What follows belongs to an exercise in optimizing a design on an open flow for small area, a short achievable clock period and few clock cycles per item; a production flow would make more cautious choices.
RTL that was checked went through simulation tests only; none was proved equivalent to the original.

// audio_to_direct_recording_bits
module audio_to_direct_recording_bits (
  input  logic        clk_i,
  input  logic        rst_ni,
  input  logic        psel,
  input  logic        penable,
  input  logic        pwrite,
  input  logic [3:0]  paddr,
  input  logic [31:0] pwdata,
  output logic [31:0] prdata,
  output logic        pready,
  input  logic        in_valid_i,
  output logic        in_ready_o,
  input  logic [7:0]  sample_value_i,
  input  logic        is_last_i,
  output logic        out_valid_o,
  input  logic        out_ready_i,
  output logic [7:0]  packed_byte_o,
  output logic [3:0]  valid_bits_o,
  output logic        final_byte_o,
  output logic [23:0] total_bytes_o,
  output logic        run_clipped_o
);
==> flow/config.mk <==
export PLATFORM = sky130hd
export DESIGN_NAME = audio_to_direct_recording_bits
export DESIGN_NICKNAME = audio_to_direct_recording_bits
export VERILOG_FILES = /design/flow/design.v
export SDC_FILE = /design/flow/constraint.sdc
export NUM_CORES = 4
export LEC_CHECK = 0
export CAP_MARGIN = 20
export CORE_MARGIN = 2
export CORE_UTILIZATION = 70
export CTS_CLUSTER_DIAMETER = 60
export CTS_CLUSTER_SIZE = 40
export SETUP_SLACK_MARGIN = 4.6
export SLEW_MARGIN = 20
==> flow/constraint.sdc <==
create_clock -name core_clock -period 9.0 [get_ports {clk_i}]
set_input_delay 1.8000 -clock core_clock [delete_from_list [all_inputs] [get_ports {clk_i}]]
set_output_delay 1.8000 -clock core_clock [all_outputs]
set_load 0.01 [all_outputs]
standard.sh (not shown) runs the stock make flow with config.mk's settings and CLKGATE_MAP_FILE= SYNTH_SCRIPT=/design/flow/synth_recipe.tcl, a recipe that flattens the netlist after the stock synthesis.
==> flow/flow/run.sh <==
#!/bin/bash
# The standard layout, with plain buffers (not delay buffers) on the ports.
set -euo pipefail
export BUFFER_PORTS_ARGS="-buffer_cell sky130_fd_sc_hd__buf_2"
bash standard.sh > standard.log 2>&1
The baseline ran to the end with no violations.
Testbench counts at the start, summed over its fixed seeds: cycles 20,164, samples 19,200.
Edit:
CTS_CLUSTER_DIAMETER = 70   (was 60)
CTS_CLUSTER_SIZE = 36   (was 40)
The changed run finished with timing, DRC and antenna clean. Maximum frequency rose by about 0.37%. Via count barely changes. Sequential share of layout area went up by 0.58 points. Setup slack improves by 16 ps. Worst hold slack improves by 4.7 ps. Wire length went down by 1.5%. Non-clock buffer count is unchanged. Utilization decreases by 1.1 points. Global-route usage decreases by 0.43 points. Flip-flop and latch count stays the same.
Edit:
CTS_CLUSTER_DIAMETER = 65   (was 70)
After rerunning:
- die area stays the same
- clock skew is lower by 16 ps
- core utilization went up by 0.45 points
- design area went up slightly
- synthesized cell count stays the same

========
audio_to_direct_recording_bits, a different RTL version from the one above (not shown whole).
Size: roughly 1600 cells after synthesis, about 130 I/O pins, ~16000 µm² of cells after synthesis.
==> flow/config.mk <==
export PLATFORM = sky130hd
export DESIGN_NAME = audio_to_direct_recording_bits
export DESIGN_NICKNAME = audio_to_direct_recording_bits
export VERILOG_FILES = /design/flow/design.v
export SDC_FILE = /design/flow/constraint.sdc
export NUM_CORES = 4
export LEC_CHECK = 0
export CAP_MARGIN = 20
export CORE_MARGIN = 2
export CORE_UTILIZATION = 45
export CTS_CLUSTER_DIAMETER = 80
export CTS_CLUSTER_SIZE = 40
export SETUP_SLACK_MARGIN = 4.6
export SLEW_MARGIN = 20
==> flow/constraint.sdc <==
create_clock -name core_clock -period 9.0 [get_ports {clk_i}]
set_input_delay 1.8000 -clock core_clock [delete_from_list [all_inputs] [get_ports {clk_i}]]
set_output_delay 1.8000 -clock core_clock [all_outputs]
set_load 0.01 [all_outputs]
==> flow/flow/run.sh <==
#!/bin/bash
# The standard layout, with plain buffers (not delay buffers) on the ports
# and no dummy clock loads.
set -euo pipefail
export BUFFER_PORTS_ARGS="-buffer_cell sky130_fd_sc_hd__buf_1"
export CTS_ARGS="-sink_clustering_enable -repair_clock_nets -sink_clustering_size 40 -sink_clustering_max_diameter 80 -dont_use_dummy_load"
bash standard.sh > standard.log 2>&1
The first run finished clean.
Testbench counts at the start, summed over its fixed seeds: cycles 20,164, samples 19,200.
Next try:
==> flow/flow/run.sh (replaced) <==
#!/bin/bash
# The standard layout, with plain buffers (not delay buffers) on the ports.
set -euo pipefail
export BUFFER_PORTS_ARGS="-buffer_cell sky130_fd_sc_hd__buf_2"
bash standard.sh > standard.log 2>&1
What happened:
- maximum frequency is higher by 2.5%
- register-to-register slack stays flat
- count of clock-buffer cells in the layout is lower by 1
- global-route usage is lower by 0.31 points

========
Another version of the RTL of audio_to_direct_recording_bits (not shown whole).
Size: roughly 1700 cells after synthesis, roughly 130 I/O pins, ~16000 um2 of cells after synthesis.
export LEC_CHECK = 0
export CAP_MARGIN = 20
export CORE_MARGIN = 2
export CORE_UTILIZATION = 45
export SETUP_SLACK_MARGIN = 5
export SLEW_MARGIN = 20
create_clock -name core_clock -period 9.0 [get_ports {clk_i}]
run.sh (not shown) runs the stock make flow with config.mk's settings and CLKGATE_MAP_FILE= SYNTH_SCRIPT=/design/flow/synth_recipe.tcl, a recipe that flattens the netlist after the stock synthesis.
Stock flow here: none of the scripts above is used.
The first run passed the timing, DRC and antenna checks.
Rerun with:
Settings changed: SETUP_SLACK_MARGIN 5 to default.
The new run completed with no timing, DRC or antenna violations.
Design area goes down by 4.3%.
Setup slack degrades by 1.4 ns.
Function was not checked in any run of this note: the RTL went through the layout flow alone.

========
== alpha ==
Another version of the RTL of audio_to_direct_recording_bits (not shown whole).
Size: roughly 1600 cells after synthesis, about 240 flip-flops.
==> flow/config.mk <==
export PLATFORM = sky130hd
export DESIGN_NAME = audio_to_direct_recording_bits
export DESIGN_NICKNAME = audio_to_direct_recording_bits
export VERILOG_FILES = /design/flow/design.v
export SDC_FILE = /design/flow/constraint.sdc
export NUM_CORES = 4
export LEC_CHECK = 0
export CAP_MARGIN = 20
export CORE_MARGIN = 2
export CORE_UTILIZATION = 45
export CTS_BUF_LIST = sky130_fd_sc_hd__clkbuf_4 sky130_fd_sc_hd__clkbuf_8
export CTS_CLUSTER_SIZE = 30
export SETUP_SLACK_MARGIN = 4.6
export SLEW_MARGIN = 20
==> flow/constraint.sdc <==
create_clock -name core_clock -period 9.0 [get_ports {clk_i}]
set_input_delay 1.8000 -clock core_clock [delete_from_list [all_inputs] [get_ports {clk_i}]]
set_output_delay 1.8000 -clock core_clock [all_outputs]
set_load 0.01 [all_outputs]
Testbench counts of alpha, summed over its fixed seeds: cycles 20,556, samples 19,200.
diff inputs: alpha => beta
# alpha
export LEC_CHECK = 0
export CAP_MARGIN = 20
export CORE_MARGIN = 2
export CORE_UTILIZATION = 45
export CTS_BUF_LIST = sky130_fd_sc_hd__clkbuf_4 sky130_fd_sc_hd__clkbuf_8
export CTS_CLUSTER_SIZE = 30
export SETUP_SLACK_MARGIN = 4.6
export SLEW_MARGIN = 20
create_clock -name core_clock -period 9.0 [get_ports {clk_i}]
# beta
export LEC_CHECK = 0
export CAP_MARGIN = 20
export CORE_MARGIN = 2
export CORE_UTILIZATION = 45
export CTS_BUF_LIST = sky130_fd_sc_hd__clkbuf_16
export CTS_CLUSTER_DIAMETER = 60
export CTS_CLUSTER_SIZE = 50
export SETUP_SLACK_MARGIN = 4.6
export SLEW_MARGIN = 20
create_clock -name core_clock -period 9.0 [get_ports {clk_i}]
==> run summary <==
Number of enable-type register cells in the synthesized netlist: beta vs alpha identical. The final layout from beta, which completed every stage, passed the timing, DRC and antenna checks at the end of the flow. Re synthesis-to-layout area growth: beta is 0.27 points down on alpha. Diff alpha..beta | final design instance area without fill | negligible. The clock-buffer cell count in beta is 0.40 times that in alpha. The final core utilization on alpha is in line with that on beta.

-- separate check: timing with driven ports --
The results above use ideal ports. As a check the final layouts listed here were re-extracted and re-timed, cells and wires unchanged. Step 1 assumes that a clkbuf_16 drives the clock port and a buf_2 every other input. Step 2 times the ports against the registers' clock, not the clock port: input delays grow and output delays shrink by t, the midpoint of the rising clock arrivals with the driver on. Slacks: ideal / step 1 / step 2; pairs: ideal / step 1.
run | t, ns | slack for setup (ns) | clock arrival spread, ns | worst register clock-pin slew, ns | cell pins on the clock port's net
the first run of note 1 | 0.559 | 4.601 / 4.463 / 4.463 | 0.029 / 0.028 | 0.08 / 0.08 | 1
the second run of note 1 | 0.538 | 4.617 / 4.474 / 4.474 | 0.039 / 0.038 | 0.12 / 0.12 | 1
the third run of note 1 | 0.561 | 4.619 / 4.493 / 4.493 | 0.025 / 0.025 | 0.10 / 0.10 | 1
the first run of note 2 | 0.552 | 4.528 / 4.460 / 4.460 | 0.044 / 0.044 | 0.10 / 0.10 | 1
the second run of note 2 | 0.564 | 4.636 / 4.435 / 4.435 | 0.039 / 0.039 | 0.12 / 0.12 | 1
the first run of note 3 | 0.579 | 4.431 / 4.367 / 4.367 | 0.014 / 0.015 | 0.06 / 0.06 | 1
the second run of note 3 | 0.601 | 3.070 / 2.981 / 2.981 | 0.032 / 0.032 | 0.06 / 0.06 | 1
alpha | 0.596 | 4.566 / 4.502 / 4.502 | 0.027 / 0.026 | 0.06 / 0.06 | 1
beta | 0.595 | 4.547 / 4.492 / 4.492 | 0.017 / 0.017 | 0.08 / 0.08 | 1
After both steps setup and hold are still met in every run listed. For the second run of note 2, which loses most, drivers alone change the setup slack by -0.201 ns; drivers and shift together by -0.201 ns.
